This is an optimization exercise on Yosys and OpenROAD, whose aim is small area and a short achievable clock period, not a production implementation.
Where RTL was checked, it was by simulation tests only, not by an equivalence proof against the original.
Only the layout flow was run in run 2; the RTL was not checked for function there.
Power figures rest on the tool's default switching activity, not on a simulated workload.

`design/flow/design.v`:
```
module stack_alu #(
  parameter int DEPTH = 256,
  parameter int WIDTH = 4
) (
  input  logic             clk,
  input  logic             rst_n,
  input  logic [2:0]       opcode,
  input  logic [WIDTH-1:0] input_data,
  output logic [WIDTH-1:0] output_data,
  output logic             empty,
  output logic             full,
  output logic             overflow
);
  localparam logic [2:0] OP_PUSH = 3'b110;
  localparam logic [2:0] OP_POP  = 3'b111;
  localparam int LO = 4;                  
  localparam int NL = 1 << LO;            
  localparam int NR = DEPTH / NL + 1;     
  localparam int GR = 4;                  
  localparam int NP = (NR + GR - 1) / GR;
  logic [NL-1:0]    lo;
  logic [NR-1:0]    hi;
  logic [WIDTH-1:0] mem [4:DEPTH];
  logic [WIDTH-1:0] t_q, b_q;
  logic [WIDTH-1:0] c_part [NP];
  logic [WIDTH-1:0] c_val;
  logic [WIDTH-1:0] out_q;
  logic             ovf_q;
  logic             nempty_q, full_q, ge2_q;
  always_comb begin
    c_val = '0;
    for (int p = 0; p < NP; p++) c_val = c_val | c_part[p];
  end
  logic [NL-1:0] lo_n;
  logic [NR-1:0] hi_n;
  assign lo_n = ~lo;
  assign hi_n = ~hi;
  for (genvar i = 4; i <= DEPTH; i++) begin : g_wr
    logic we;
    stack_alu_nor2 u_we (.a(hi_n[(i - 1) / NL]), .b(lo_n[(i - 1) % NL]), .y(we));
    always_ff @(posedge clk) begin
      if (we) mem[i] <= c_val;
    end
  end
  logic [NR-1:0] row_n [WIDTH];           
  for (genvar w = 0; w < WIDTH; w++) begin : g_bit
    for (genvar h = 0; h < NR; h++) begin : g_row
      localparam int FIRST = (h == 0) ? 4 : 0;                
      localparam int LAST  = (NL * h + NL - 1 > DEPTH) ? DEPTH - NL * h : NL - 1;
      localparam int NS    = LAST - FIRST + 1;
      localparam int NT    = (NS + 2) / 3;                     
      logic [3*NT-1:0] s, d;
      logic [NT-1:0]   t_n;
      for (genvar k = 0; k < 3 * NT; k++) begin : g_s
        if (k < NS) begin : g_live
          assign s[k] = lo[FIRST + k];
          assign d[k] = mem[NL * h + FIRST + k][w];
        end else begin : g_pad
          assign s[k] = 1'b0;
          assign d[k] = 1'b0;
        end
      end
      for (genvar t = 0; t < NT; t++) begin : g_t
        if (3 * t + 2 < NS) begin : g_full
          stack_alu_ao222n u_t (.s0(s[3*t]), .d0(d[3*t]), .s1(s[3*t+1]), .d1(d[3*t+1]),
                                .s2(s[3*t+2]), .d2(d[3*t+2]), .y(t_n[t]));
        end else begin : g_part
          assign t_n[t] = ~((s[3*t] & d[3*t]) | (s[3*t+1] & d[3*t+1]) |
                            (s[3*t+2] & d[3*t+2]));
        end
      end
      if (NT == 6) begin : g_six
        logic x, y;
        stack_alu_nand3 u_x (.a(t_n[0]), .b(t_n[1]), .c(t_n[2]), .y(x));
        stack_alu_nand3 u_y (.a(t_n[3]), .b(t_n[4]), .c(t_n[5]), .y(y));
        stack_alu_oa21n u_r (.a(x), .b(y), .c(hi[h]), .y(row_n[w][h]));
      end else begin : g_other
        assign row_n[w][h] = ~(hi[h] & ~&t_n);
      end
    end
  end
  logic [WIDTH-1:0] rd_part [NP];
  always_comb begin
    for (int p = 0; p < NP; p++)
      for (int w = 0; w < WIDTH; w++) begin
        rd_part[p][w] = 1'b0;
        for (int h = GR * p; h < GR * p + GR && h < NR; h++)
          rd_part[p][w] = rd_part[p][w] | ~row_n[w][h];
      end
  end
  logic signed [WIDTH-1:0] a, b;
  logic signed [WIDTH:0]   sum;
  logic                    add_ovf, mul_ovf;
  logic [WIDTH-1:0]        mul_r;
  logic [WIDTH-1:0]        alu_res;
  logic                    alu_ovf;
  assign a   = t_q;
  assign b   = b_q;
  assign sum = {b[WIDTH-1], b} + {a[WIDTH-1], a};
  stack_alu_mul u_mul (.a(a), .b(b), .r(mul_r), .ovf(mul_ovf));
  assign add_ovf = sum[WIDTH] ^ sum[WIDTH-1];
  assign alu_res = opcode[0] ? mul_r : sum[WIDTH-1:0];
  assign alu_ovf = opcode[0] ? mul_ovf : add_ovf;
  logic do_push, do_pop, do_arith, inc, dec;
  assign do_push  = (opcode == OP_PUSH) && !full_q;
  assign do_pop   = (opcode == OP_POP) && nempty_q;
  assign do_arith = (opcode[2:1] == 2'b10) && ge2_q;
  assign inc = do_push;
  assign dec = do_pop || do_arith;
  logic eq1, eq255, ge3;
  assign eq1   = hi[0] && lo[1];
  assign eq255 = hi[(DEPTH - 1) / NL] && lo[(DEPTH - 1) % NL];
  assign ge3   = !(hi[0] && (lo[0] || lo[1] || lo[2]));
  always_ff @(posedge clk or negedge rst_n) begin
    if (!rst_n) begin
      lo       <= NL'(1);
      hi       <= NR'(1);
      out_q    <= '0;
      ovf_q    <= 1'b0;
      nempty_q <= 1'b0;
      full_q   <= 1'b0;
      ge2_q    <= 1'b0;
    end else begin
      if (opcode == OP_PUSH || opcode == OP_POP) ovf_q <= 1'b0;
      if (do_pop) out_q <= t_q;
      if (do_arith) begin
        out_q <= alu_res;
        ovf_q <= alu_ovf;
      end
      if (inc) begin
        lo       <= {lo[NL-2:0], lo[NL-1]};
        if (lo[NL-1]) hi <= {hi[NR-2:0], 1'b0};
        nempty_q <= 1'b1;
        full_q   <= eq255;
        ge2_q    <= nempty_q;
      end else if (dec) begin
        lo       <= {lo[0], lo[NL-1:1]};
        if (lo[0]) hi <= {1'b0, hi[NR-1:1]};
        nempty_q <= !eq1;
        full_q   <= 1'b0;
        ge2_q    <= ge3;
      end
    end
  end
  always_ff @(posedge clk) begin
    if (rst_n) begin
      if (inc) begin
        t_q <= input_data;
        b_q <= t_q;
        c_part[0] <= b_q;
        for (int p = 1; p < NP; p++) c_part[p] <= '0;
      end else if (dec) begin
        t_q <= do_arith ? alu_res : b_q;
        b_q <= c_val;
        for (int p = 0; p < NP; p++) c_part[p] <= rd_part[p];
      end
    end
  end
  assign output_data = out_q;
  assign overflow    = ovf_q;
  assign empty       = !nempty_q;
  assign full        = full_q;
endmodule
module stack_alu_nor2 (input logic a, input logic b, output logic y);
  assign y = ~(a | b);
endmodule
module stack_alu_nand3 (input logic a, input logic b, input logic c, output logic y);
  assign y = ~(a & b & c);
endmodule
module stack_alu_oa21n (input logic a, input logic b, input logic c, output logic y);
  assign y = ~((a | b) & c);
endmodule
module stack_alu_ao222n (
  input  logic s0, input logic d0,
  input  logic s1, input logic d1,
  input  logic s2, input logic d2,
  output logic y
);
  assign y = ~((s0 & d0) | (s1 & d1) | (s2 & d2));
endmodule
module stack_alu_mul (
  input  logic [3:0] a,
  input  logic [3:0] b,
  output logic [3:0] r,
  output logic       ovf
);
  always_comb begin
    case ({b, a})
      8'h00: {ovf, r} = 5'b00000;
      8'h01: {ovf, r} = 5'b00000;
      8'h02: {ovf, r} = 5'b00000;
      8'h03: {ovf, r} = 5'b00000;
      8'h04: {ovf, r} = 5'b00000;
      8'h05: {ovf, r} = 5'b00000;
      8'h06: {ovf, r} = 5'b00000;
      8'h07: {ovf, r} = 5'b00000;
      8'h08: {ovf, r} = 5'b00000;
      8'h09: {ovf, r} = 5'b00000;
      8'h0a: {ovf, r} = 5'b00000;
      8'h0b: {ovf, r} = 5'b00000;
      8'h0c: {ovf, r} = 5'b00000;
      8'h0d: {ovf, r} = 5'b00000;
      8'h0e: {ovf, r} = 5'b00000;
      8'h0f: {ovf, r} = 5'b00000;
      8'h10: {ovf, r} = 5'b00000;
      8'h11: {ovf, r} = 5'b00001;
      8'h12: {ovf, r} = 5'b00010;
      8'h13: {ovf, r} = 5'b00011;
      8'h14: {ovf, r} = 5'b00100;
      8'h15: {ovf, r} = 5'b00101;
      8'h16: {ovf, r} = 5'b00110;
      8'h17: {ovf, r} = 5'b00111;
      8'h18: {ovf, r} = 5'b01000;
      8'h19: {ovf, r} = 5'b01001;
      8'h1a: {ovf, r} = 5'b01010;
      8'h1b: {ovf, r} = 5'b01011;
      8'h1c: {ovf, r} = 5'b01100;
      8'h1d: {ovf, r} = 5'b01101;
      8'h1e: {ovf, r} = 5'b01110;
      8'h1f: {ovf, r} = 5'b01111;
      8'h20: {ovf, r} = 5'b00000;
      8'h21: {ovf, r} = 5'b00010;
      8'h22: {ovf, r} = 5'b00100;
      8'h23: {ovf, r} = 5'b00110;
      8'h24: {ovf, r} = 5'b11000;
      8'h25: {ovf, r} = 5'b11010;
      8'h26: {ovf, r} = 5'b11100;
      8'h27: {ovf, r} = 5'b11110;
      8'h28: {ovf, r} = 5'b10000;
      8'h29: {ovf, r} = 5'b10010;
      8'h2a: {ovf, r} = 5'b10100;
      8'h2b: {ovf, r} = 5'b10110;
      8'h2c: {ovf, r} = 5'b01000;
      8'h2d: {ovf, r} = 5'b01010;
      8'h2e: {ovf, r} = 5'b01100;
      8'h2f: {ovf, r} = 5'b01110;
      8'h30: {ovf, r} = 5'b00000;
      8'h31: {ovf, r} = 5'b00011;
      8'h32: {ovf, r} = 5'b00110;
      8'h33: {ovf, r} = 5'b11001;
      8'h34: {ovf, r} = 5'b11100;
      8'h35: {ovf, r} = 5'b11111;
      8'h36: {ovf, r} = 5'b10010;
      8'h37: {ovf, r} = 5'b10101;
      8'h38: {ovf, r} = 5'b11000;
      8'h39: {ovf, r} = 5'b11011;
      8'h3a: {ovf, r} = 5'b11110;
      8'h3b: {ovf, r} = 5'b10001;
      8'h3c: {ovf, r} = 5'b10100;
      8'h3d: {ovf, r} = 5'b10111;
      8'h3e: {ovf, r} = 5'b01010;
      8'h3f: {ovf, r} = 5'b01101;
      8'h40: {ovf, r} = 5'b00000;
      8'h41: {ovf, r} = 5'b00100;
      8'h42: {ovf, r} = 5'b11000;
      8'h43: {ovf, r} = 5'b11100;
      8'h44: {ovf, r} = 5'b10000;
      8'h45: {ovf, r} = 5'b10100;
      8'h46: {ovf, r} = 5'b11000;
      8'h47: {ovf, r} = 5'b11100;
      8'h48: {ovf, r} = 5'b10000;
      8'h49: {ovf, r} = 5'b10100;
      8'h4a: {ovf, r} = 5'b11000;
      8'h4b: {ovf, r} = 5'b11100;
      8'h4c: {ovf, r} = 5'b10000;
      8'h4d: {ovf, r} = 5'b10100;
      8'h4e: {ovf, r} = 5'b01000;
      8'h4f: {ovf, r} = 5'b01100;
      8'h50: {ovf, r} = 5'b00000;
      8'h51: {ovf, r} = 5'b00101;
      8'h52: {ovf, r} = 5'b11010;
      8'h53: {ovf, r} = 5'b11111;
      8'h54: {ovf, r} = 5'b10100;
      8'h55: {ovf, r} = 5'b11001;
      8'h56: {ovf, r} = 5'b11110;
      8'h57: {ovf, r} = 5'b10011;
      8'h58: {ovf, r} = 5'b11000;
      8'h59: {ovf, r} = 5'b11101;
      8'h5a: {ovf, r} = 5'b10010;
      8'h5b: {ovf, r} = 5'b10111;
      8'h5c: {ovf, r} = 5'b11100;
      8'h5d: {ovf, r} = 5'b10001;
      8'h5e: {ovf, r} = 5'b10110;
      8'h5f: {ovf, r} = 5'b01011;
      8'h60: {ovf, r} = 5'b00000;
      8'h61: {ovf, r} = 5'b00110;
      8'h62: {ovf, r} = 5'b11100;
      8'h63: {ovf, r} = 5'b10010;
      8'h64: {ovf, r} = 5'b11000;
      8'h65: {ovf, r} = 5'b11110;
      8'h66: {ovf, r} = 5'b10100;
      8'h67: {ovf, r} = 5'b11010;
      8'h68: {ovf, r} = 5'b10000;
      8'h69: {ovf, r} = 5'b10110;
      8'h6a: {ovf, r} = 5'b11100;
      8'h6b: {ovf, r} = 5'b10010;
      8'h6c: {ovf, r} = 5'b11000;
      8'h6d: {ovf, r} = 5'b11110;
      8'h6e: {ovf, r} = 5'b10100;
      8'h6f: {ovf, r} = 5'b01010;
      8'h70: {ovf, r} = 5'b00000;
      8'h71: {ovf, r} = 5'b00111;
      8'h72: {ovf, r} = 5'b11110;
      8'h73: {ovf, r} = 5'b10101;
      8'h74: {ovf, r} = 5'b11100;
      8'h75: {ovf, r} = 5'b10011;
      8'h76: {ovf, r} = 5'b11010;
      8'h77: {ovf, r} = 5'b10001;
      8'h78: {ovf, r} = 5'b11000;
      8'h79: {ovf, r} = 5'b11111;
      8'h7a: {ovf, r} = 5'b10110;
      8'h7b: {ovf, r} = 5'b11101;
      8'h7c: {ovf, r} = 5'b10100;
      8'h7d: {ovf, r} = 5'b11011;
      8'h7e: {ovf, r} = 5'b10010;
      8'h7f: {ovf, r} = 5'b01001;
      8'h80: {ovf, r} = 5'b00000;
      8'h81: {ovf, r} = 5'b01000;
      8'h82: {ovf, r} = 5'b10000;
      8'h83: {ovf, r} = 5'b11000;
      8'h84: {ovf, r} = 5'b10000;
      8'h85: {ovf, r} = 5'b11000;
      8'h86: {ovf, r} = 5'b10000;
      8'h87: {ovf, r} = 5'b11000;
      8'h88: {ovf, r} = 5'b10000;
      8'h89: {ovf, r} = 5'b11000;
      8'h8a: {ovf, r} = 5'b10000;
      8'h8b: {ovf, r} = 5'b11000;
      8'h8c: {ovf, r} = 5'b10000;
      8'h8d: {ovf, r} = 5'b11000;
      8'h8e: {ovf, r} = 5'b10000;
      8'h8f: {ovf, r} = 5'b11000;
      8'h90: {ovf, r} = 5'b00000;
      8'h91: {ovf, r} = 5'b01001;
      8'h92: {ovf, r} = 5'b10010;
      8'h93: {ovf, r} = 5'b11011;
      8'h94: {ovf, r} = 5'b10100;
      8'h95: {ovf, r} = 5'b11101;
      8'h96: {ovf, r} = 5'b10110;
      8'h97: {ovf, r} = 5'b11111;
      8'h98: {ovf, r} = 5'b11000;
      8'h99: {ovf, r} = 5'b10001;
      8'h9a: {ovf, r} = 5'b11010;
      8'h9b: {ovf, r} = 5'b10011;
      8'h9c: {ovf, r} = 5'b11100;
      8'h9d: {ovf, r} = 5'b10101;
      8'h9e: {ovf, r} = 5'b11110;
      8'h9f: {ovf, r} = 5'b00111;
      8'ha0: {ovf, r} = 5'b00000;
      8'ha1: {ovf, r} = 5'b01010;
      8'ha2: {ovf, r} = 5'b10100;
      8'ha3: {ovf, r} = 5'b11110;
      8'ha4: {ovf, r} = 5'b11000;
      8'ha5: {ovf, r} = 5'b10010;
      8'ha6: {ovf, r} = 5'b11100;
      8'ha7: {ovf, r} = 5'b10110;
      8'ha8: {ovf, r} = 5'b10000;
      8'ha9: {ovf, r} = 5'b11010;
      8'haa: {ovf, r} = 5'b10100;
      8'hab: {ovf, r} = 5'b11110;
      8'hac: {ovf, r} = 5'b11000;
      8'had: {ovf, r} = 5'b10010;
      8'hae: {ovf, r} = 5'b11100;
      8'haf: {ovf, r} = 5'b00110;
      8'hb0: {ovf, r} = 5'b00000;
      8'hb1: {ovf, r} = 5'b01011;
      8'hb2: {ovf, r} = 5'b10110;
      8'hb3: {ovf, r} = 5'b10001;
      8'hb4: {ovf, r} = 5'b11100;
      8'hb5: {ovf, r} = 5'b10111;
      8'hb6: {ovf, r} = 5'b10010;
      8'hb7: {ovf, r} = 5'b11101;
      8'hb8: {ovf, r} = 5'b11000;
      8'hb9: {ovf, r} = 5'b10011;
      8'hba: {ovf, r} = 5'b11110;
      8'hbb: {ovf, r} = 5'b11001;
      8'hbc: {ovf, r} = 5'b10100;
      8'hbd: {ovf, r} = 5'b11111;
      8'hbe: {ovf, r} = 5'b11010;
      8'hbf: {ovf, r} = 5'b00101;
      8'hc0: {ovf, r} = 5'b00000;
      8'hc1: {ovf, r} = 5'b01100;
      8'hc2: {ovf, r} = 5'b01000;
      8'hc3: {ovf, r} = 5'b10100;
      8'hc4: {ovf, r} = 5'b10000;
      8'hc5: {ovf, r} = 5'b11100;
      8'hc6: {ovf, r} = 5'b11000;
      8'hc7: {ovf, r} = 5'b10100;
      8'hc8: {ovf, r} = 5'b10000;
      8'hc9: {ovf, r} = 5'b11100;
      8'hca: {ovf, r} = 5'b11000;
      8'hcb: {ovf, r} = 5'b10100;
      8'hcc: {ovf, r} = 5'b10000;
      8'hcd: {ovf, r} = 5'b11100;
      8'hce: {ovf, r} = 5'b11000;
      8'hcf: {ovf, r} = 5'b00100;
      8'hd0: {ovf, r} = 5'b00000;
      8'hd1: {ovf, r} = 5'b01101;
      8'hd2: {ovf, r} = 5'b01010;
      8'hd3: {ovf, r} = 5'b10111;
      8'hd4: {ovf, r} = 5'b10100;
      8'hd5: {ovf, r} = 5'b10001;
      8'hd6: {ovf, r} = 5'b11110;
      8'hd7: {ovf, r} = 5'b11011;
      8'hd8: {ovf, r} = 5'b11000;
      8'hd9: {ovf, r} = 5'b10101;
      8'hda: {ovf, r} = 5'b10010;
      8'hdb: {ovf, r} = 5'b11111;
      8'hdc: {ovf, r} = 5'b11100;
      8'hdd: {ovf, r} = 5'b11001;
      8'hde: {ovf, r} = 5'b00110;
      8'hdf: {ovf, r} = 5'b00011;
      8'he0: {ovf, r} = 5'b00000;
      8'he1: {ovf, r} = 5'b01110;
      8'he2: {ovf, r} = 5'b01100;
      8'he3: {ovf, r} = 5'b01010;
      8'he4: {ovf, r} = 5'b01000;
      8'he5: {ovf, r} = 5'b10110;
      8'he6: {ovf, r} = 5'b10100;
      8'he7: {ovf, r} = 5'b10010;
      8'he8: {ovf, r} = 5'b10000;
      8'he9: {ovf, r} = 5'b11110;
      8'hea: {ovf, r} = 5'b11100;
      8'heb: {ovf, r} = 5'b11010;
      8'hec: {ovf, r} = 5'b11000;
      8'hed: {ovf, r} = 5'b00110;
      8'hee: {ovf, r} = 5'b00100;
      8'hef: {ovf, r} = 5'b00010;
      8'hf0: {ovf, r} = 5'b00000;
      8'hf1: {ovf, r} = 5'b01111;
      8'hf2: {ovf, r} = 5'b01110;
      8'hf3: {ovf, r} = 5'b01101;
      8'hf4: {ovf, r} = 5'b01100;
      8'hf5: {ovf, r} = 5'b01011;
      8'hf6: {ovf, r} = 5'b01010;
      8'hf7: {ovf, r} = 5'b01001;
      8'hf8: {ovf, r} = 5'b11000;
      8'hf9: {ovf, r} = 5'b00111;
      8'hfa: {ovf, r} = 5'b00110;
      8'hfb: {ovf, r} = 5'b00101;
      8'hfc: {ovf, r} = 5'b00100;
      8'hfd: {ovf, r} = 5'b00011;
      8'hfe: {ovf, r} = 5'b00010;
      8'hff: {ovf, r} = 5'b00001;
      default: {ovf, r} = 5'b0;
    endcase
  end
endmodule
```
`design/flow/run.sh`:
```
#!/bin/bash
# synth_recipe.tcl (not shown) runs the flow's synth.tcl, then flattens the netlist and writes it again
# the make line also repeats each setting of config.mk as NAME=value (left out here)
make -C /OpenROAD-flow-scripts/flow DESIGN_CONFIG=/design/flow/config.mk WORK_HOME=/design/flow/orfs CLKGATE_MAP_FILE= SYNTH_SCRIPT=/design/flow/synth_recipe.tcl finish
```
`design/flow/config.mk`:
```
export PLATFORM = sky130hd
export DESIGN_NAME = stack_alu
export DESIGN_NICKNAME = stack_alu
export VERILOG_FILES = /design/flow/design.v
export SDC_FILE = /design/flow/constraint.sdc
export NUM_CORES = 4
export LEC_CHECK = 0
export ABC_CLOCK_PERIOD_IN_PS = 2500
export CAP_MARGIN = 30
export CORE_MARGIN = 2
export CORE_UTILIZATION = 40
export CTS_CLUSTER_DIAMETER = 80
export CTS_CLUSTER_SIZE = 30
export SETUP_SLACK_MARGIN = 5
export SLEW_MARGIN = 30
export SYNTH_HIERARCHICAL = 1
export SYNTH_MINIMUM_KEEP_SIZE = 0
```
`design/flow/constraint.sdc`:
```
create_clock -name core_clock -period 7.5 [get_ports {clk}]
set_input_delay 1.5000 -clock core_clock [delete_from_list [all_inputs] [get_ports {clk}]]
set_output_delay 1.5000 -clock core_clock [all_outputs]
set_load 0.01 [all_outputs]
```
==> results of run 1 <==
==> sequential cells by signal (all words and copies together) (netlist names) <==
name      count
b_q           4
nempty_q      1
t_q           4
out_q         4
full_q        1
mem        1012
ovf_q         1
lo           16
ge2_q         1
hi           17
c_part       20
==> where the power goes <==
group | switching (mW) | internal [mW]
Sequential | 0.213 | 7.21
Clock | 1.83 | 1.29
Combinational | 3.88 | 1.78
==> kinds of logic (layout without fill, tap and decap cells) <==
| logic type | Yosys count | count (layout) | share of synthesized area, % |
|---|---|---|---|
| buffers and inverters | 79 | 225 | 0.920 |
| multiplexers | 2 | 2 | 0.0504 |
| adder cells (fa/ha/maj) | 12 | 12 | 0.391 |
| flip-flops | 1081 | 1081 | 81.2 |
| AND/OR/NAND/NOR | 541 | 545 | 5.90 |
| AO/OA/AOI/OAI | 519 | 521 | 11.4 |
| XOR/XNOR | 4 | 4 | 0.0882 |
==> per-module statistics from Yosys, one instance, submodules excluded <==
module / flip-flops and latches / cell area [sq um] / times used / cells inside
stack_alu: 1081 / 34000 / 1 / 1390
stack_alu_mul: 0 / 672 / 1 / 99
stack_alu_ao222n: 0 / 10.0 / 316 / 1
stack_alu_nand3: 0 / 5.00 / 120 / 1
stack_alu_oa21n: 0 / 5.00 / 60 / 1
stack_alu_nor2: 0 / 3.75 / 253 / 1
==> through the flow <==
step / area (sq um) / hold WS, ns / util (%) / setup slack [ns] / std cells
2_1_floorplan: 39800 / 0.490 / - / 4.57 / 2238
3_3_place_gp: 41600 / 0.487 / 42.3 / 3.39 / 3539
3_5_place_dp: 41700 / 0.490 / 42.4 / 3.48 / 3541
4_1_cts: 43700 / 0.504 / 44.4 / 4.72 / 3653
5_1_grt: 44000 / 0.533 / 44.7 / 4.72 / 3677
6_report: 44000 / 0.509 / 44.7 / 4.75 / 3677
==> area by class of cell <==
| class | count | area share (%) |
|---|---|---|
| Timing Repair Buffer | 109 | 2.47 |
| Inverter | 40 | 0.390 |
| Clock buffer | 61 | 2.89 |
| Tap cell | 1287 | 3.66 |
| Clock inverter | 15 | 0.472 |
| Sequential cell | 1081 | 73.4 |
| Multi-Input combinational cell | 1084 | 16.7 |
==> path summary, 6_finish.rpt <==
| kind | startpoint | endpoint | cells past startpoint |
|---|---|---|---|
| worst min-delay path | out_q[0]$_DFFE_PN0P_ | out_q[0]$_DFFE_PN0P_ | 2 |
| max in group asynchronous | rst_n | lo[14]$_DFFE_PN0P_ | 2 |
| worst max-delay path | full_q$_DFFE_PN0P_ | full | 1 |
| min in group asynchronous | rst_n | ovf_q$_DFFE_PN0P_ | 2 |
| worst min register to register | out_q[0]$_DFFE_PN0P_ | out_q[0]$_DFFE_PN0P_ | 2 |
| worst max register to register | t_q[1]$_DFFE_PP_ | t_q[3]$_DFFE_PP_ | 11 |
==> worst min-delay path: stages (launching register included) <==
cell and delay (ns):
dfrtp_1 0.36, nand2_1 0.06, o31ai_1 0.06
==> per-layer routing <==
| layer | up-vias | global-route usage (%) | part of all wire, % |
|---|---|---|---|
| met1 | 12000 | 28.4 | 40 |
| met4 | 0 | 6.18 | 3.2 |
| met5 | - | 0 | 0 |
| li1 | 9868 | - | - |
| met3 | 190 | 3.09 | 9.8 |
| met2 | 1375 | 33.3 | 47 |
==> cell usage in the layout (no fill, tap or decap), types with 6 or more instances in the layout <==
master / synthesis / final
o21ai_0: 7 / 7
dfrtp_2: 0 / 11
nand3_1: 139 / 139
a41oi_1: 17 / 17
nor2b_1: 8 / 7
clkbuf_1: 7 / 12
buf_4: 6 / 63
clkbuf_16: 0 / 49
and2_1: 6 / 6
o211ai_1: 6 / 6
a222oi_1: 316 / 316
dfrtp_1: 39 / 23
buf_6: 3 / 16
a31oi_1: 27 / 27
nand2_1: 84 / 79
ha_1: 10 / 9
nor2_1: 274 / 272
buf_12: 0 / 6
inv_1: 39 / 27
buf_2: 17 / 7
a21oi_1: 11 / 11
o21ai_1: 65 / 63
o22ai_1: 16 / 14
edfxtp_1: 1040 / 1040
o221ai_1: 19 / 19
inv_2: 1 / 6
==> what timing repair did <==
action,in CTS,in global routing
setup endpoints to repair,1115,532
setup buffers,30,24
pin swaps,9,12
gates cloned,6,0
gates resized for setup,72,34
endpoints found under the hold margin,0,0
==> metrics.cfg, run 1 <==
[run_status]
outcome=no timing/DRC/antenna violations

[floorplanning]
die-area_sq_um=102000
fp.dieH_um=319
fp.coreArea_sq_um=98400
io_pins=16
fp.dieW_um=319
num_rows=115
initial_core_util_pct=40.4

[setup_path]
worstPathArrival_ns=1.25
cp_slowest_stage_delay_ns=0.48
reg2reg_slack_ns=4.89
worstSetupPathType=register to primary output
crit_family=flip-flops
crit_chain=buf_6
cp.required_ns=6.00
cp_max_fo=2
worst_path_max_delay_cell=dfrtp_2
worstSetupStartpointType=register
crit_buf_inv=1
endpoint_kind=primary output

[global_routing]
grt_pass1_vias=22900
grt_overflow=0
grt_start_max_net_pins=108
grt_usage_pct=20.4
grt_pass1_wl_um=155000
antenna_found_initial=1

[place]
place_congestion=0.802
hpwl_um=59500
port-buffer-count=15

[synthesis]
yosys_most_used_dff=edfxtp_1
synthArstFlopShare_pct=3.79
yosys_warnings=16
synthTopCellsByArea=edfxtp_1, a222oi_1, nor2_1
yosys.area.top_type_share_pct=78.6
ys_seq_elements=1081
syn_area_per_cell_sq_um=17.7
synthTopCellsByCount=edfxtp_1, a222oi_1, nor2_1
syn_nets=2258
netlist.top_cell.by_area=edfxtp_1
ys_seq_area_share_pct=81.2
synthCells=2238
syn-cell-area_sq_um=39700
yosysMostFrequentCell=edfxtp_1
synth_edf_count=1040
synthDistinctLibCells=67

[timing]
clock.fmax_mhz=363
rsz0062_at_grt=yes
fin_skew_ns=0.0338
relSlewSlack_pct=37.6
final.setup.tns_ns=0
maxSlewViolCount=0
tightest_slew_ns=0.936
setup_viol=0
finalCritPeriodShare_pct=36.7
fin_crit_ns=2.75
hold_violations=0

[run]
drv_cap=0

[finish]
fin_nets=2382
seq_area_sq_um=32300
syn2layout_area_growth_pct=10.8
drive_above_1_share_pct=9.83
multiInputGateArea_sq_um=7350
fillers=8448
num_antenna_cells=0

[drt]
viasPerCell=6.38
wl_per_cell_um=29.1
drt_pass1_iterations=8
vias=23400
postRouteAntennaNets=0
drc=0
routed_wl_um=107000
drtIter0Drc=4690

[cts]
cts_sinks=1081
postCtsHoldBufs=0
root_buffer=clkbuf_16
cts_buffers=46
path_clk_slew_ns=0.10
clk_latency_ns=0.64
cts_tree=built
h-tree-depth=2
cts_max_path_buffers=3

[pwr]
power_mw=16.2
p_per_area_nw_per_um2=368
vdd_drop_max_uv=223
p_leak_nw=10.9

[hold_path]
min_path_type=register to register

==> run 2, diff against run 1 <==
--- a/design/flow/design.v
+++ b/design/flow/design.v
@@ -15,10 +15,13 @@
   localparam logic [2:0] OP_POP  = 3'b111;
-  localparam int LO = 4;                  
-  localparam int NL = 1 << LO;            
-  localparam int NR = DEPTH / NL + 1;     
+  localparam int MD = DEPTH - 3;          
+  localparam int NL = 16;                 
+  localparam int NR = 17;                 
+  localparam int NM = NL * NR;            
+  localparam int NW = (MD + NL - 1) / NL;   
   localparam int GR = 4;                  
-  localparam int NP = (NR + GR - 1) / GR;
+  localparam int NP = (NW + GR - 1) / GR;
+  localparam int M0 = NM - 4;             
   logic [NL-1:0]    lo;
   logic [NR-1:0]    hi;
-  logic [WIDTH-1:0] mem [4:DEPTH];
+  logic [WIDTH-1:0] mem [MD];
   logic [WIDTH-1:0] t_q, b_q;
@@ -28,3 +31,4 @@
   logic             ovf_q;
-  logic             nempty_q, full_q, ge2_q;
+  logic             empty_q, nfull_q, ge2_q;
+  logic             nempty_o, full_o;
   always_comb begin
@@ -37,5 +41,6 @@
   assign hi_n = ~hi;
-  for (genvar i = 4; i <= DEPTH; i++) begin : g_wr
+  for (genvar i = 0; i < MD; i++) begin : g_wr
+    localparam int MW = (i + NM - 1) % NM;
     logic we;
-    stack_alu_nor2 u_we (.a(hi_n[(i - 1) / NL]), .b(lo_n[(i - 1) % NL]), .y(we));
+    stack_alu_nor2 u_we (.a(hi_n[MW / NL]), .b(lo_n[MW % NL]), .y(we));
     always_ff @(posedge clk) begin
@@ -44,15 +49,14 @@
   end
-  logic [NR-1:0] row_n [WIDTH];           
+  logic [NW-1:0] row_n [WIDTH];           
   for (genvar w = 0; w < WIDTH; w++) begin : g_bit
-    for (genvar h = 0; h < NR; h++) begin : g_row
-      localparam int FIRST = (h == 0) ? 4 : 0;                
-      localparam int LAST  = (NL * h + NL - 1 > DEPTH) ? DEPTH - NL * h : NL - 1;
-      localparam int NS    = LAST - FIRST + 1;
-      localparam int NT    = (NS + 2) / 3;                     
+    for (genvar h = 0; h < NW; h++) begin : g_row
+      localparam int NS = (NL * h + NL > MD) ? MD - NL * h : NL;    
+      localparam int NT = (NS + 2) / 3;                             
       logic [3*NT-1:0] s, d;
       logic [NT-1:0]   t_n;
+      logic            x, y;
       for (genvar k = 0; k < 3 * NT; k++) begin : g_s
         if (k < NS) begin : g_live
-          assign s[k] = lo[FIRST + k];
-          assign d[k] = mem[NL * h + FIRST + k][w];
+          assign s[k] = lo[k];
+          assign d[k] = mem[NL * h + k][w];
         end else begin : g_pad
@@ -71,10 +75,9 @@
       end
+      stack_alu_nand3 u_x (.a(t_n[0]), .b(t_n[1]), .c(t_n[2]), .y(x));
       if (NT == 6) begin : g_six
-        logic x, y;
-        stack_alu_nand3 u_x (.a(t_n[0]), .b(t_n[1]), .c(t_n[2]), .y(x));
         stack_alu_nand3 u_y (.a(t_n[3]), .b(t_n[4]), .c(t_n[5]), .y(y));
-        stack_alu_oa21n u_r (.a(x), .b(y), .c(hi[h]), .y(row_n[w][h]));
-      end else begin : g_other
-        assign row_n[w][h] = ~(hi[h] & ~&t_n);
+      end else begin : g_less
+        assign y = ~&t_n[NT-1:3];
       end
+      stack_alu_oa21n u_r (.a(x), .b(y), .c(hi[h]), .y(row_n[w][h]));
     end
@@ -86,3 +89,3 @@
         rd_part[p][w] = 1'b0;
-        for (int h = GR * p; h < GR * p + GR && h < NR; h++)
+        for (int h = GR * p; h < GR * p + GR && h < NW; h++)
           rd_part[p][w] = rd_part[p][w] | ~row_n[w][h];
@@ -104,4 +107,4 @@
   logic do_push, do_pop, do_arith, inc, dec;
-  assign do_push  = (opcode == OP_PUSH) && !full_q;
-  assign do_pop   = (opcode == OP_POP) && nempty_q;
+  assign do_push  = (opcode == OP_PUSH) && nfull_q;
+  assign do_pop   = (opcode == OP_POP) && !empty_q;
   assign do_arith = (opcode[2:1] == 2'b10) && ge2_q;
@@ -110,14 +113,16 @@
   logic eq1, eq255, ge3;
-  assign eq1   = hi[0] && lo[1];
-  assign eq255 = hi[(DEPTH - 1) / NL] && lo[(DEPTH - 1) % NL];
-  assign ge3   = !(hi[0] && (lo[0] || lo[1] || lo[2]));
+  assign eq1   = hi[(M0 + 1) / NL] && lo[(M0 + 1) % NL];
+  assign eq255 = hi[(DEPTH - 5) / NL] && lo[(DEPTH - 5) % NL];
+  assign ge3   = !(hi[M0 / NL] && (lo[M0 % NL] || lo[(M0 + 1) % NL] || lo[(M0 + 2) % NL]));
   always_ff @(posedge clk or negedge rst_n) begin
     if (!rst_n) begin
-      lo       <= NL'(1);
-      hi       <= NR'(1);
+      lo       <= NL'(1) << (M0 % NL);
+      hi       <= NR'(1) << (M0 / NL);
       out_q    <= '0;
       ovf_q    <= 1'b0;
-      nempty_q <= 1'b0;
-      full_q   <= 1'b0;
+      empty_q  <= 1'b1;
+      nfull_q  <= 1'b1;
       ge2_q    <= 1'b0;
+      nempty_o <= 1'b0;
+      full_o   <= 1'b0;
     end else begin
@@ -131,12 +136,16 @@
         lo       <= {lo[NL-2:0], lo[NL-1]};
-        if (lo[NL-1]) hi <= {hi[NR-2:0], 1'b0};
-        nempty_q <= 1'b1;
-        full_q   <= eq255;
-        ge2_q    <= nempty_q;
+        if (lo[NL-1]) hi <= {hi[NR-2:0], hi[NR-1]};
+        empty_q  <= 1'b0;
+        nfull_q  <= !eq255;
+        ge2_q    <= !empty_q;
+        nempty_o <= 1'b1;
+        full_o   <= eq255;
       end else if (dec) begin
         lo       <= {lo[0], lo[NL-1:1]};
-        if (lo[0]) hi <= {1'b0, hi[NR-1:1]};
-        nempty_q <= !eq1;
-        full_q   <= 1'b0;
+        if (lo[0]) hi <= {hi[0], hi[NR-1:1]};
+        empty_q  <= eq1;
+        nfull_q  <= 1'b1;
         ge2_q    <= ge3;
+        nempty_o <= !eq1;
+        full_o   <= 1'b0;
       end
@@ -160,4 +169,4 @@
   assign overflow    = ovf_q;
-  assign empty       = !nempty_q;
-  assign full        = full_q;
+  assign empty       = !nempty_o;
+  assign full        = full_o;
 endmodule
--- a/design/flow/config.mk
+++ b/design/flow/config.mk
@@ -13,3 +13,3 @@
 export CTS_CLUSTER_SIZE = 30
-export SETUP_SLACK_MARGIN = 5
+export SETUP_SLACK_MARGIN = 4.88
 export SLEW_MARGIN = 30
==> run 2 against run 1 <==
Against the previous run: core utilization fell by 0.14 points; combinational power about the same; clock power down 4%; worst hold slack better by 0.020 ns; total power fell by 0.49%; critical path depth stayed put; first-iteration DRC count decreased by 5.9%; flip-flop and latch count down 2; non-clock buffer count fell by 2; maximum frequency is 0.85% lower; largest cell class unchanged; largest power group unchanged.
==> metrics.cfg, run 2 <==
[pwr]
p_switching_mw=5.87  ; -0.95%
p_per_area_nw_per_um2=368  ; about the same
sw_frac_of_total_pct=36.4  ; -0.17 points
clkPwrFrac_pct=18.6  ; -0.6 points
p_leak_nw=11.0  ; +0.54%
p_int_mw=10.3  ; -0.23%
pwr-share-comb_pct=34.9  ; about the same
seq_power_share_pct=46.4  ; +0.6 points
vdd_drop_max_uv=207  ; -7.4%

[floorplanning]
fp.coreArea_sq_um=98300  ; -0.15%
io_pins=16  ; unchanged
die-area_sq_um=102000  ; -0.14%
fp.dieH_um=319  ; about the same
initial_core_util_pct=40.4  ; about the same
num_rows=115  ; unchanged
fp.dieW_um=319  ; about the same

[timing]
fin_crit_ns=2.78  ; +0.0236 ns
finalCritPeriodShare_pct=37.0  ; +0.31 points
rsz0062_at_grt=yes
hold_violations=0  ; unchanged
clock.fmax_mhz=360  ; -0.85%
final.setup.tns_ns=0  ; unchanged
setup_viol=0  ; unchanged
relSlewSlack_pct=33.5  ; -4.1 points
tightest_slew_ns=0.997  ; +0.0613 ns
fin_skew_ns=0.0281  ; -0.00567 ns
maxSlewViolCount=0  ; unchanged

[setup_path]
r2r_cells=5  ; -6
endpoint_kind=primary output
crit_chain=buf_6
crit_family=flip-flops
cp_max_fo=2  ; unchanged
worst_path_max_delay_cell=dfrtp_2
cp_slowest_stage_delay_ns=0.50  ; +0.02 ns
rr_startpoint=lo[5]$_DFFE_PN0P_
worstSetupStartpointType=register
cp-startpoint=out_q[0]$_DFFE_PN0P_
cp.required_ns=6.00  ; about the same
path_depth=1  ; unchanged
worstSetupPathType=register to primary output
crit_buf_inv=1  ; unchanged
worstPathArrival_ns=1.28  ; +0.03 ns

[hold_path]
hp-start=empty_q$_DFFE_PN1P_
min_path_cells=2  ; unchanged
min_path_type=register to register

[synthesis]
synthDistinctLibCells=60  ; -10%
synthTopCellsByCount=edfxtp_1, a222oi_1, nor2_1
yosys_most_used_dff=edfxtp_1
ys_seq_area_share_pct=81.2  ; about the same
yosysMostFrequentCell=edfxtp_1
syn-cell-area_sq_um=39700  ; -0.14%
synthArstFlopShare_pct=3.99  ; +0.19 points
netlist.top_cell.by_area=edfxtp_1
syn_area_per_cell_sq_um=17.5  ; -1.1%
syn_nets=2282  ; +1.1%
yosys_warnings=15  ; -1
synthCells=2260  ; +0.98%
yosys.area.top_type_share_pct=78.4  ; -0.19 points
ys_seq_elements=1079  ; -0.19%
synthTopCellsByArea=edfxtp_1, a222oi_1, nor2_1
synth_edf_count=1036  ; -0.38%

[global_routing]
grt_overflow=0  ; unchanged
antenna_found_initial=1  ; unchanged
grt_pass1_wl_um=158000  ; +2.4%
grt_pass1_vias=23200  ; +1.4%
grt_usage_pct=21.0  ; +0.56 points
grt_start_max_net_pins=169  ; +56%

[cts]
postCtsHoldBufs=0  ; unchanged
cts_sinks=1079  ; -0.19%
cts_tree=built
cts_buffers=44  ; -4.3%
cts_max_path_buffers=3  ; unchanged
clk_latency_ns=0.63  ; about the same
root_buffer=clkbuf_16
path_clk_slew_ns=0.12  ; +0.02 ns
h-tree-depth=2  ; unchanged

[finish]
final_common_cell=edfxtp_1
final_area_sq_um=43800  ; -0.46%
top_regs=mem: 1012 flops, hi: 17 flops
layout_common_cells=edfxtp_1, a222oi_1, nor2_1
drive_above_1_share_pct=9.32  ; -0.51 points
syn2layout_area_growth_pct=10.4
fin_nets=2403  ; +0.88%
largest_register=mem
largest_reg_flops=1012  ; unchanged

[run]
drv_cap=0  ; unchanged

[run_status]
outcome=no timing/DRC/antenna violations

[drt]
postRouteAntennaNets=0  ; unchanged
drt_pass1_iterations=8  ; unchanged
wl_per_cell_um=29.8  ; +2.5%
drtIter0Drc=4415  ; -5.9%
routed_wl_um=110000  ; +2.9%
drc=0  ; unchanged
vias=23700  ; +1.2%
viasPerCell=6.42  ; +0.76%

[place]
port-buffer-count=15  ; unchanged
place_congestion=0.815  ; +1.5%
hpwl_um=63300  ; +6.5%
post_dp_cell_area_sq_um=41600  ; -0.20%

run 2: power by group through the flow:
stage | clock network (mW) | registers, mW | logic [mW]
5_1_grt | 3.23 | 7.50 | 5.95
3_5_place_dp | 0 | 7.75 | 5.09
2_1_floorplan | 0 | 7.75 | 2.88
4_1_cts | 3.04 | 7.56 | 5.37
6_report | 3.00 | 7.48 | 5.63
3_3_place_gp | 0 | 7.74 | 4.98
run 2: final timing paths:
kind	end	slack [ns]
setup / recovery	output_data[0]	4.72
hold / removal	empty_q$_DFFE_PN1P_	0.53
setup reg to reg	c_part[2][2]$_SDFFCE_PP0P_	4.87
hold reg to reg	empty_q$_DFFE_PN1P_	0.53
max in group asynchronous	lo[8]$_DFFE_PN0P_	6.14
min in group asynchronous	ovf_q$_DFFE_PN0P_	0.86
run 2: metrics by stage:
stage / hold slack (ns) / setup WS (ns) / power (mW) / instances / utilization [%]
2_1_floorplan: 0.457 / 4.62 / 10.6 / 2260 / -
3_3_place_gp: 0.485 / 2.69 / 12.7 / 3565 / 42.3
3_5_place_dp: 0.506 / 3.13 / 12.8 / 3566 / 42.3
4_1_cts: 0.523 / 4.70 / 16.0 / 3667 / 44.3
5_1_grt: 0.552 / 4.69 / 16.7 / 3690 / 44.6
6_report: 0.529 / 4.72 / 16.1 / 3692 / 44.6
run 2: cell families after synthesis:
family	count (synthesis)	synth area share, %
multiplexers	4	0.104
XOR/XNOR	3	0.0663
adder cells (fa/ha/maj)	13	0.429
flip-flops	1079	81.2
buffers and inverters	79	0.893
AO/OA/AOI/OAI	522	11.3
AND/OR/NAND/NOR	560	6.02
run 2: repair_timing:
action | in CTS | in global routing
pin swaps | 19 | 6
buffers inserted | 26 | 21
gates cloned | 7 | 0
resized for setup | 93 | 19
endpoints found under the setup margin | 636 | 83
run 2: final cells by class:
type                       instances  area, sq um
clock buffer                      54         1160
fill                            8408        54500
sequential                      1079        32200
clock inverter                    14          190
timing repair buffer             107         1100
inverter                          40          161
tap                             1287         1610
antenna                            2         5.00
multi-input combinational       1109         7330
run 2: routing by layer:
metal	up-vias	GRT usage, %	wire [um]
li1	9887	-	-
met1	12100	29.2	42700
met2	1493	33.8	51400
met3	192	3.54	12400
met4	0	6.62	3560
met5	-	0	0
run 2: worst reg2reg max path: stages, from the launching register on:
cell and delay, ns:
dfrtp_4 0.69, buf_4 0.36, a222oi_1 0.48, nand3_1 0.11
o21ai_1 0.51, a41oi_1 0.22
run 2: Yosys stat by module (local to each module, per instance):
module | flops+latches | cells | copies in the design | area [sq um]
stack_alu_nor2 | 0 | 1 | 253 | 3.75
stack_alu | 1079 | 1399 | 1 | 33900
stack_alu_nand3 | 0 | 1 | 124 | 5.00
stack_alu_oa21n | 0 | 1 | 64 | 5.00
stack_alu_mul | 0 | 104 | 1 | 669
stack_alu_ao222n | 0 | 1 | 316 | 10.0
==> run 3, diff against run 2 <==
--- a/design/flow/design.v
+++ b/design/flow/design.v
@@ -125,4 +125,2 @@
       ge2_q    <= 1'b0;
-      nempty_o <= 1'b0;
-      full_o   <= 1'b0;
     end else begin
@@ -140,4 +138,2 @@
         ge2_q    <= !empty_q;
-        nempty_o <= 1'b1;
-        full_o   <= eq255;
       end else if (dec) begin
@@ -148,6 +144,13 @@
         ge2_q    <= ge3;
-        nempty_o <= !eq1;
-        full_o   <= 1'b0;
       end
     end
+  end
+  always_ff @(posedge clk or negedge rst_n) begin
+    if (!rst_n) begin
+      nempty_o <= 1'b0;
+      full_o   <= 1'b0;
+    end else begin
+      nempty_o <= inc || (dec ? !eq1 : !empty_q);
+      full_o   <= inc ? eq255 : (!dec && !nfull_q);
+    end
   end
--- a/design/flow/config.mk
+++ b/design/flow/config.mk
@@ -10,3 +10,3 @@
 export CORE_MARGIN = 2
-export CORE_UTILIZATION = 40
+export CORE_UTILIZATION = 55
 export CTS_CLUSTER_DIAMETER = 80
==> run 3 against run 2 <==
Against the previous run: clock power is 4% higher; die area is 27% lower; total power hardly changed; highest routed layer unchanged; critical path depth is 7 higher; core utilization is 16 points higher; largest power group unchanged; cell area is 1.4% lower; via count is 2.2% lower; maximum frequency is 4.1% higher; area after synthesis is 0.14% higher; sequential share of layout area is 0.98 points higher; register-to-register slack worse by 0.04 ns; worst setup slack better by 0.11 ns.
==> metrics.cfg, run 3 <==
[run_status]
outcome=no timing/DRC/antenna violations

[synthesis]
netlist.top_cell.by_area=edfxtp_1
ys_seq_area_share_pct=81.1  ; -0.11 points
yosysMostFrequentCell=edfxtp_1
syn-cell-area_sq_um=39700  ; +0.14%
synthTopCellsByArea=edfxtp_1, a222oi_1, nor2_1
synthDistinctLibCells=69  ; +15%
synthCells=2254  ; -0.27%
syn_nets=2274  ; -0.35%
synth_edf_count=1036  ; unchanged
syn_area_per_cell_sq_um=17.6  ; +0.41%
synthArstFlopShare_pct=3.99  ; unchanged
yosys.area.top_type_share_pct=78.3  ; -0.11 points
ys_seq_elements=1079  ; unchanged
yosys_warnings=15  ; unchanged
yosys_most_used_dff=edfxtp_1
synthTopCellsByCount=edfxtp_1, a222oi_1, nor2_1

[global_routing]
grt_overflow=0  ; unchanged
antenna_found_initial=0  ; -1
grt_usage_pct=28.1  ; +7.1 points
grt_start_max_net_pins=191  ; +13%
grt_pass1_vias=22400  ; -3.2%
grt_pass1_wl_um=152000  ; -3.9%

[timing]
fin_skew_ns=0.0322  ; +0.00405 ns
relSlewSlack_pct=34.9  ; +1.4 points
final.setup.tns_ns=0  ; unchanged
clock.fmax_mhz=375  ; +4.1%
maxSlewViolCount=0  ; unchanged
setup_viol=0  ; unchanged
fin_crit_ns=2.67  ; -0.109 ns
hold_slack_ns=0.535  ; +0.00573 ns
finalCritPeriodShare_pct=35.6  ; -1.4 points
rsz0062_at_grt=yes
hold_violations=0  ; unchanged
tightest_slew_ns=0.977  ; -0.0205 ns

[setup_path]
cp.required_ns=7.88  ; +1.88 ns
cp_max_fo=33  ; +31
cp-startpoint=lo[14]$_DFFE_PN0P_
endpoint_kind=register
rr_startpoint=lo[14]$_DFFE_PN0P_
r2r_cells=8  ; +3
worstSetupStartpointType=register
worstSetupPathType=register to register
worstPathArrival_ns=3.05  ; +1.77 ns

[cts]
h-tree-depth=2  ; unchanged
path_clk_slew_ns=0.11  ; about the same
postCtsHoldBufs=0  ; unchanged
clk_latency_ns=0.62  ; about the same
root_buffer=clkbuf_16
cts_tree=built
cts_sinks=1079  ; unchanged
cts_max_path_buffers=3  ; unchanged
cts_buffers=45  ; +2.3%

[finish]
fin_nets=2386  ; -0.71%
num_antenna_cells=0  ; -2
largest_reg_flops=1012  ; unchanged
top_regs=mem: 1012 flops, hi: 17 flops
drive_above_1_share_pct=8.78  ; -0.54 points
syn2layout_area_growth_pct=8.77
largest_register=mem
layout_common_cells=edfxtp_1, a222oi_1, nor2_1
final_common_cell=edfxtp_1

[place]
hpwl_um=61200  ; -3.4%
port-buffer-count=15  ; unchanged
place_congestion=0.846  ; +3.9%

[pwr]
seq_power_share_pct=45.8  ; -0.6 points
vdd_drop_max_uv=265  ; +28%
sw_frac_of_total_pct=36.1  ; -0.25 points
p_int_mw=10.3  ; +0.34%
p_per_area_nw_per_um2=373  ; +1.3%
pwr-share-comb_pct=34.9  ; about the same
p_switching_mw=5.82  ; -0.76%
p_leak_nw=11.0  ; about the same
clkPwrFrac_pct=19.3  ; +0.7 points

[hold_path]
min_path_cells=2  ; unchanged
min_path_type=register to register
hp-start=empty_q$_DFFE_PN1P_

[drt]
viasPerCell=6.94  ; +8.0%
postRouteAntennaNets=0  ; unchanged
vias=23200  ; -2.2%
drtIter0Drc=4015  ; -9.1%
routed_wl_um=105000  ; -4.5%
wl_per_cell_um=31.5  ; +5.6%
drt_pass1_iterations=9  ; +1
drc=0  ; unchanged

[floorplanning]
initial_core_util_pct=55.6  ; +15 points
num_rows=98  ; -15%
die-area_sq_um=74400  ; -27%
fp.dieW_um=273  ; -14%
fp.dieH_um=273  ; -14%
fp.coreArea_sq_um=71500  ; -27%
io_pins=16  ; unchanged

[run]
drv_cap=0  ; unchanged

==> run 3: stage by stage <==
stage / total power [mW] / util (%) / instance area [sq um] / std cells / worst slack (ns)
after floorplan: 10.6 / - / 39800 / 2254 / 4.70
after global placement: 12.8 / 57.7 / 41300 / 3232 / 3.33
after detailed placement: 12.9 / 57.8 / 41300 / 3232 / 3.23
after CTS: 16.0 / 60.2 / 43000 / 3326 / 4.78
after global routing: 16.7 / 60.4 / 43200 / 3342 / 4.78
final: 16.1 / 60.4 / 43200 / 3342 / 4.83
==> run 3: worst max-delay path, stage by stage, from the launching register on <==
cell and delay [ns]:
dfrtp_2 0.40, buf_4 0.26, buf_8 0.27, a222oi_1 0.38
nand3_1 0.21, o21ai_1 0.22, nand4_1 0.35, nor2_1 0.25
nor2_1 0.06
==> run 3: power groups by stage <==
stage | Sequential [mW] | Combinational (mW) | Clock, mW
floorplan | 7.75 | 2.89 | 0
global placement | 7.56 | 5.28 | 0
detailed placement | 7.57 | 5.36 | 0
CTS | 7.41 | 5.49 | 3.15
global route | 7.39 | 5.93 | 3.35
finish | 7.37 | 5.63 | 3.11
==> run 3: metal layers <==
layer  share of wire [%]  vias to the layer above  global-route usage [%]
li1                    -                     9866                       -
met1                  39                    11800                    40.2
met2                  47                     1340                    44.4
met3                  10                      157                    4.91
met4                 3.5                        0                    9.34
met5                   0                        -                       0
==> run 3: final cells by class <==
class,count,area [sq um]
repair buffers,99,887
fillers,5276,28300
clock buffers,53,1200
inverters,42,160
well taps,950,1190
clock inverters,20,269
multi-input cells,1099,7270
flip-flops and latches,1079,32200
==> run 3: per-module statistics from Yosys, one instance, submodules excluded <==
module	times used	area, sq um	cells	flops+latches
stack_alu_ao222n	316	10.0	1	0
stack_alu_mul	1	739	101	0
stack_alu_nand3	124	5.00	1	0
stack_alu_nor2	253	3.75	1	0
stack_alu	1	33900	1396	1079
stack_alu_oa21n	64	5.00	1	0
==> run 3: final timing paths <==
check                                    endpoint  slack, ns
setup / recovery           c_part[0][2]$_DFFE_PP_       4.83
hold / removal                empty_q$_DFFE_PN1P_       0.53
setup reg to reg           c_part[0][2]$_DFFE_PP_       4.83
hold reg to reg               empty_q$_DFFE_PN1P_       0.53
max in group asynchronous       lo[8]$_DFFE_PN0P_       6.08
min in group asynchronous       ovf_q$_DFFE_PN0P_       0.95
==> run 3: kinds of logic after synthesis <==
| group | after synthesis | synth area share (%) |
|---|---|---|
| flops | 1079 | 81.1 |
| mux | 3 | 0.107 |
| simple gates | 562 | 6.12 |
| xor+xnor | 4 | 0.0882 |
| fa+ha+maj | 11 | 0.365 |
| compound gates | 515 | 11.3 |
| buf+inv | 80 | 0.977 |
==> run 3: timing repair <==
action	4_1_cts	5_1_grt
pin swaps	11	13
buffers inserted	17	16
resized for setup	64	22
setup endpoints to repair	460	106
cloned	4	0
==> run 4, diff against run 3 <==
--- a/design/flow/config.mk
+++ b/design/flow/config.mk
@@ -10,3 +10,3 @@
 export CORE_MARGIN = 2
-export CORE_UTILIZATION = 55
+export CORE_UTILIZATION = 40
 export CTS_CLUSTER_DIAMETER = 80
==> run 4 against run 3 <==
Against the previous run: non-clock buffer count up 6; core utilization down 16 points; synthesized cell count unchanged; die area up 37%; flip-flop and latch count unchanged; cell area up 1.0%; count of clock-buffer cells in the layout up 12; maximum frequency about the same; combinational power down 3%; area after synthesis unchanged; critical path type is now register to primary output.
==> metrics.cfg, run 4 <==
[run_status]
outcome=no timing/DRC/antenna violations

[finish]
drive_above_1_share_pct=8.75  ; -0.026 points
final_common_cell=edfxtp_1
largest_register=mem
fin_nets=2389  ; +0.13%
top_regs=mem: 1012 flops, hi: 17 flops
layout_common_cells=edfxtp_1, a222oi_1, nor2_1
num_antenna_cells=0  ; unchanged
largest_reg_flops=1012  ; unchanged
syn2layout_area_growth_pct=9.88

[synthesis]
synthTopCellsByCount=edfxtp_1, a222oi_1, nor2_1
synthDistinctLibCells=69  ; unchanged
syn_nets=2274  ; unchanged
ys_seq_area_share_pct=81.1  ; unchanged
synthCells=2254  ; unchanged
synthTopCellsByArea=edfxtp_1, a222oi_1, nor2_1
syn_area_per_cell_sq_um=17.6  ; unchanged
syn-cell-area_sq_um=39700  ; unchanged
yosys_most_used_dff=edfxtp_1
yosysMostFrequentCell=edfxtp_1
synth_edf_count=1036  ; unchanged
netlist.top_cell.by_area=edfxtp_1
synthArstFlopShare_pct=3.99  ; unchanged
yosys_warnings=15  ; unchanged
ys_seq_elements=1079  ; unchanged
yosys.area.top_type_share_pct=78.3  ; unchanged

[drt]
wl_per_cell_um=28.7  ; -8.8%
vias=23400  ; +0.84%
viasPerCell=6.34  ; -8.6%
met3WireLength_um=10400  ; -1.6%
dr.max_layer_used=met4
drt_pass1_iterations=9  ; unchanged
postRouteAntennaNets=0  ; unchanged
drtIter0Drc=4367  ; +8.8%
drt-met1-wl_um=41700  ; +0.38%
wl_met2_um=50300  ; +1.9%
drc=0  ; unchanged
routed_wl_um=106000  ; +0.58%

[place]
port-buffer-count=15  ; unchanged
hpwl_um=61100  ; -0.11%
place_congestion=0.817  ; -3.4%

[cts]
root_buffer=clkbuf_16
cts_sinks=1079  ; unchanged
path_clk_slew_ns=0.11  ; about the same
cts_tree=built
cts_max_path_buffers=3  ; unchanged
h-tree-depth=2  ; unchanged
cts_buffers=43  ; -4.4%
clk_latency_ns=0.63  ; about the same
postCtsHoldBufs=0  ; unchanged

[timing]
hold_slack_ns=0.523  ; -0.0117 ns
setup_viol=0  ; unchanged
rsz0062_at_grt=yes
fin_skew_ns=0.0265  ; -0.00568 ns
hold_violations=0  ; unchanged
fin_crit_ns=2.67  ; +0.00229 ns
clock.fmax_mhz=375  ; about the same
tightest_slew_ns=0.925  ; -0.0516 ns
final.setup.tns_ns=0  ; unchanged
relSlewSlack_pct=38.2  ; +3.4 points
maxSlewViolCount=0  ; unchanged
finalCritPeriodShare_pct=35.6  ; about the same

[hold_path]
min_path_type=register to register
min_path_cells=2  ; unchanged
hp-start=empty_q$_DFFE_PN1P_
min_to=empty_q$_DFFE_PN1P_

[floorplanning]
fp.dieW_um=319  ; +17%
initial_core_util_pct=40.3  ; -15 points
num_rows=115  ; +17%
fp.coreArea_sq_um=98400  ; +38%
die-area_sq_um=102000  ; +37%
io_pins=16  ; unchanged
fp.dieH_um=319  ; +17%

[setup_path]
worstSetupPathType=register to primary output
worstPathArrival_ns=1.17  ; -1.88 ns
r2r_cells=7  ; -1
worstSetupStartpointType=register
rr_startpoint=lo[7]$_DFFE_PN0P_
cp.required_ns=6.00  ; -1.88 ns
endpoint_kind=primary output
reg2reg_slack_ns=4.92  ; +0.09 ns
r2r_end=c_part[0][3]$_DFFE_PP_
cp_max_fo=1  ; -97%

[global_routing]
grt_pass1_wl_um=153000  ; +0.28%
grt_start_max_net_pins=182  ; -4.7%
grt_pass1_vias=22700  ; +1.0%
grt_overflow=0  ; unchanged
antenna_found_initial=0  ; unchanged
grt_usage_pct=20.0  ; -8.1 points

[pwr]
p_per_area_nw_per_um2=364  ; -2.3%
vdd_drop_max_uv=201  ; -24%
p_leak_nw=11.0  ; about the same

[run]
drv_cap=0  ; unchanged

run 4: changes by cell type in the layout (fill, tap and decap cells not counted), moves of 3 or more:
| cell | before | now |
|---|---|---|
| buf_6 | 12 | 24 |
| clkbuf_1 | 6 | 18 |
| dfrtp_4 | 6 | 10 |
| inv_6 | 3 | 0 |
| dfrtp_2 | 9 | 5 |
| buf_4 | 63 | 57 |
run 4: cell type report:
cell class              instances  area [sq um]
multi-input cells            1098          7270
fillers                      8437         54800
inverters                      42           164
clock inverters                10           128
flip-flops and latches       1079         32200
repair buffers                105          1010
clock buffers                  65          1220
well taps                    1287          1610
run 4: worst max-delay path by stage:
stage | slack (ns) | start | endpoint | depth (start not counted)
2_1_floorplan | 4.70 | opcode[2] | b_q[0]$_DFFE_PP_ | 4
3_3_place_gp | 3.43 | opcode[2] | c_part[2][3]$_SDFFCE_PP0P_ | 3
3_5_place_dp | 3.33 | opcode[2] | hi[8]$_DFFE_PN0P_ | 6
4_1_cts | 4.79 | nempty_o$_DFF_PN0_ | empty | 2
5_1_grt | 4.78 | nempty_o$_DFF_PN0_ | empty | 2
6_report | 4.83 | nempty_o$_DFF_PN0_ | empty | 2
run 4: timing repair:
action                                 CTS  global route
endpoints found under the hold margin    0             0
gates cloned                             3             0
buffers inserted                        21            25
setup endpoints to repair              630           332
gates resized for setup                 68            25
pin swaps                               13            15
run 4: logic make-up (layout without fill, tap and decap cells):
logic type      count (synthesis)  in the layout  share of synthesized area [%]
compound gates                515            517                           11.3
fa+ha+maj                      11             11                          0.365
buf+inv                        80            222                          0.977
mux                             3              3                          0.107
xor+xnor                        4              4                         0.0882
simple gates                  562            563                           6.12
flops                        1079           1079                           81.1
run 4: power by group:
| group | internal (mW) | total (mW) | switching (mW) |
|---|---|---|---|
| clock network | 1.23 | 2.97 | 1.74 |
| registers | 7.23 | 7.48 | 0.248 |
| logic | 1.76 | 5.45 | 3.69 |
| total | 10.2 | 15.9 | 5.68 |
run 4: stage by stage:
step           cell area (sq um)  util, %  power, mW  worst slack, ns  instances
5_1_grt                    43600     44.3       16.5             4.78       3686
2_1_floorplan              39800        -       10.6             4.70       2254
3_3_place_gp               41600     42.3       12.6             3.43       3561
6_report                   43600     44.3       15.9             4.83       3686
3_5_place_dp               41700     42.3       12.8             3.33       3562
4_1_cts                    43300     44.0       15.8             4.79       3661
run 4: per-module statistics from Yosys, one instance, submodules excluded:
module,flops+latches,cell area (sq um),cells,copies in the design
stack_alu,1079,33900,1396,1
stack_alu_mul,0,739,101,1
stack_alu_ao222n,0,10.0,1,316
stack_alu_nand3,0,5.00,1,124
stack_alu_oa21n,0,5.00,1,64
stack_alu_nor2,0,3.75,1,253
run 4: critical path, cell delays in order, from the launching register on:
cell,delay [ns]
dfrtp_1,0.39
inv_1,0.06
buf_6,0.10
run 4: per-layer routing:
layer,vias to the layer above,GRT usage (%)
met2,1356,32.7
met1,12000,28.1
li1,9862,-
met5,-,0
met3,171,2.74
met4,0,5.90
==> run 5, diff against run 4 <==
--- a/design/flow/config.mk
+++ b/design/flow/config.mk
@@ -13,3 +13,3 @@
 export CTS_CLUSTER_SIZE = 30
-export SETUP_SLACK_MARGIN = 4.88
+export SETUP_SLACK_MARGIN = 4.75
 export SLEW_MARGIN = 30
==> run 5 against run 4 <==
Against the previous run: still clean; core utilization fell by 0.27 points; clock skew is 0.0058 ns lower; cell area is 0.62% lower; largest power group unchanged; highest routed layer unchanged.
==> metrics.cfg, run 5 <==
[run_status]
outcome=no timing/DRC/antenna violations

[setup_path]
r2r_end=c_part[0][0]$_DFFE_PP_
cp_slowest_stage_delay_ns=0.51  ; +0.12 ns
cp.required_ns=7.97  ; +1.97 ns
endpoint=hi[8]$_DFFE_PN0P_
rr_startpoint=lo[3]$_DFFE_PN0P_
crit_family=buffers and inverters
crit_chain=dlygate4sd2_1 > and4b_1 > buf_6 > nand2_4 > o22ai_1 > a31oi_1
r2r_cells=7  ; unchanged
reg2reg_slack_ns=4.82  ; -0.10 ns
cp_max_fo=35  ; +34
worstSetupStartpointType=input port
crit_buf_inv=2  ; unchanged
cp-startpoint=opcode[1]
path_depth=6  ; +4
worstPathArrival_ns=3.18  ; +2.01 ns
worst_path_max_delay_cell=dlygate4sd2_1
endpoint_kind=register
worstSetupPathType=input port to register

[synthesis]
synthArstFlopShare_pct=3.99  ; unchanged
yosys.area.top_type_share_pct=78.3  ; unchanged
yosysMostFrequentCell=edfxtp_1
synthTopCellsByArea=edfxtp_1, a222oi_1, nor2_1
ys_seq_elements=1079  ; unchanged
netlist.top_cell.by_area=edfxtp_1
synthMuxAreaShare_pct=0.107  ; unchanged
synth_xor_area_share_pct=0.0882  ; unchanged
synthTopCellsByCount=edfxtp_1, a222oi_1, nor2_1
yosys_warnings=15  ; unchanged
synthDistinctLibCells=69  ; unchanged
synthCells=2254  ; unchanged
synth-compound-area-share_pct=11.3  ; unchanged
syn_nets=2274  ; unchanged
synth_adder_area_share_pct=0.365  ; unchanged
synth-simple-area-share_pct=6.12  ; unchanged
synth_top_family_by_area=compound AO/OA/AOI/OAI gates
syn-cell-area_sq_um=39700  ; unchanged
synth_edf_count=1036  ; unchanged
syn_area_per_cell_sq_um=17.6  ; unchanged
yosys_most_used_dff=edfxtp_1
ys_seq_area_share_pct=81.1  ; unchanged

[timing]
hold_slack_ns=0.534  ; +0.0115 ns
fin_crit_ns=2.72  ; +0.0499 ns
hold_violations=0  ; unchanged
fin_skew_ns=0.0207  ; -0.00575 ns
setup_viol=0  ; unchanged
rsz0062_at_grt=no
maxSlewViolCount=0  ; unchanged
relSlewSlack_pct=37.8  ; -0.48 points
finalCritPeriodShare_pct=36.3  ; +0.66 points
final.setup.tns_ns=0  ; unchanged
clock.fmax_mhz=368  ; -1.8%
tightest_slew_ns=0.934  ; +0.00862 ns

[hold_path]
min_path_type=register to register
min_path_cells=2  ; unchanged

[finish]
final_common_cell=edfxtp_1
top_regs=mem: 1012 flops, hi: 17 flops
largest_register=mem
layout_common_cells=edfxtp_1, a222oi_1, nor2_1
fillers=8466  ; +0.34%
largest_reg_flops=1012  ; unchanged
syn2layout_area_growth_pct=9.20
layoutNonFillerInstCount=3665  ; -0.57%
fin_nets=2367  ; -0.92%
drive_above_1_share_pct=7.61  ; -1.1 points

[floorplanning]
fp.coreArea_sq_um=98400  ; unchanged
die-area_sq_um=102000  ; unchanged
initial_core_util_pct=40.3  ; unchanged
fp.dieW_um=319  ; unchanged
num_rows=115  ; unchanged
io_pins=16  ; unchanged
fp.dieH_um=319  ; unchanged

[pwr]
vdd_drop_max_uv=245  ; +22%
p_leak_nw=10.8  ; -1.3%
p_per_area_nw_per_um2=364  ; -0.15%

[global_routing]
antenna_found_initial=0  ; unchanged
grt_pass1_vias=22600  ; -0.36%
grt_start_max_net_pins=182  ; unchanged
grt_usage_pct=19.9  ; -0.18 points
grt_overflow=0  ; unchanged
grt_pass1_wl_um=152000  ; -0.75%

[cts]
cts_max_path_buffers=3  ; unchanged
path_clk_slew_ns=0.11  ; about the same
cts_tree=built
h-tree-depth=2  ; unchanged
root_buffer=clkbuf_16
cts_buffers=43  ; unchanged
cts_sinks=1079  ; unchanged
clk_latency_ns=0.62  ; about the same

[drt]
vias=23200  ; -0.67%
wl_per_cell_um=28.6  ; -0.30%
drt_pass1_iterations=10  ; +1
routed_wl_um=105000  ; -0.87%
drc=0  ; unchanged
postRouteAntennaNets=0  ; unchanged
drtIter0Drc=4190  ; -4.1%
viasPerCell=6.34  ; about the same

[place]
port-buffer-count=15  ; unchanged
hpwl_um=61100  ; unchanged
dp.cells=3562  ; unchanged
place_congestion=0.817  ; unchanged

[run]
drv_cap=0  ; unchanged

[run 5: changes by cell type in the layout (fill, tap and decap cells not counted), sizes merged]
cell / change
buf: -23
clkbuf: -2
clkdlybuf4s15: +1
clkinvlp: -1
diode: +1
dlygate4sd2: +2
inv: +1
[run 5: worst min-delay path by stage]
stage / startpoint / to / slack (ns)
after floorplan: empty_q$_DFFE_PN1P_ / empty_q$_DFFE_PN1P_ / 0.48
after global placement: out_q[0]$_DFFE_PN0P_ / out_q[0]$_DFFE_PN0P_ / 0.48
after detailed placement: out_q[1]$_DFFE_PN0P_ / out_q[1]$_DFFE_PN0P_ / 0.49
after CTS: empty_q$_DFFE_PN1P_ / empty_q$_DFFE_PN1P_ / 0.53
after global routing: empty_q$_DFFE_PN1P_ / empty_q$_DFFE_PN1P_ / 0.58
final: empty_q$_DFFE_PN1P_ / empty_q$_DFFE_PN1P_ / 0.53
[run 5: through the flow]
| step | setup WS, ns | power, mW | cell area, sq um | util [%] |
|---|---|---|---|---|
| 2_1_floorplan | 4.70 | 10.6 | 39800 | - |
| 3_3_place_gp | 3.43 | 12.6 | 41600 | 42.3 |
| 3_5_place_dp | 3.33 | 12.8 | 41700 | 42.3 |
| 4_1_cts | 4.75 | 15.7 | 43200 | 43.9 |
| 5_1_grt | 4.73 | 16.4 | 43400 | 44.1 |
| 6_report | 4.78 | 15.8 | 43400 | 44.1 |
[run 5: per-module statistics from Yosys (local to each module, per instance)]
module	area, sq um	cells inside	copies in the design
stack_alu	33900	1396	1
stack_alu_mul	739	101	1
stack_alu_ao222n	10.0	1	316
stack_alu_nand3	5.00	1	124
stack_alu_oa21n	5.00	1	64
stack_alu_nor2	3.75	1	253
[run 5: worst register-to-register path, stage by stage, from the launching register on]
cell and delay (ns):
dfrtp_4 0.62, buf_6 0.29, a222oi_1 0.57, nand3_1 0.17
o21ai_2 0.22, nand4_1 0.31, nor2_1 0.22, nor2_1 0.06
[run 5: layer usage]
layer	GRT usage (%)	up-vias	wire (um)
li1	-	9823	-
met1	27.9	11900	42000
met2	32.4	1300	49900
met3	2.73	159	9640
met4	5.69	0	3280
met5	0	-	0
[run 5: cell type report]
| cell class | count | area [sq um] | share of cell area (%) |
|---|---|---|---|
| tap | 1287 | 1610 | 3.71 |
| timing repair buffer | 83 | 777 | 1.79 |
| multi-input combinational | 1098 | 7230 | 16.7 |
| sequential | 1079 | 32200 | 74.3 |
| clock buffer | 65 | 1220 | 2.82 |
| inverter | 42 | 160 | 0.369 |
| antenna | 1 | 2.50 | 0.00577 |
| clock inverter | 10 | 128 | 0.294 |
[run 5: cell families (layout without fill, tap and decap cells)]
| group | count (synthesis) | count (layout) |
|---|---|---|
| flops | 1079 | 1079 |
| simple gates | 562 | 563 |
| compound gates | 515 | 517 |
| buf+inv | 80 | 200 |
| fa+ha+maj | 11 | 11 |
| xor+xnor | 4 | 4 |
| mux | 3 | 3 |
| other cells | 0 | 1 |
[run 5: what timing repair did]
item                       in CTS  in global routing
gates resized for setup        53                 17
setup endpoints to repair     473                102
gates cloned                    3                  0
setup buffers                  13                 11
hold buffers                    0                  0
pin swaps                       6                  9
[run 5: where the power goes]
group          leakage, nW  internal [mW]  switching (mW)
Clock                0.647           1.23            1.73
Combinational         3.31           1.69            3.57
Sequential            6.85           7.23           0.327

Check on run 5: ideal ports give 4.781 ns setup slack; a clkbuf_16 on the clock port and buf_2 on the inputs give 4.749 ns; moving port delays by the midpoint clock arrival (0.688 ns) as well gives 4.143 ns.
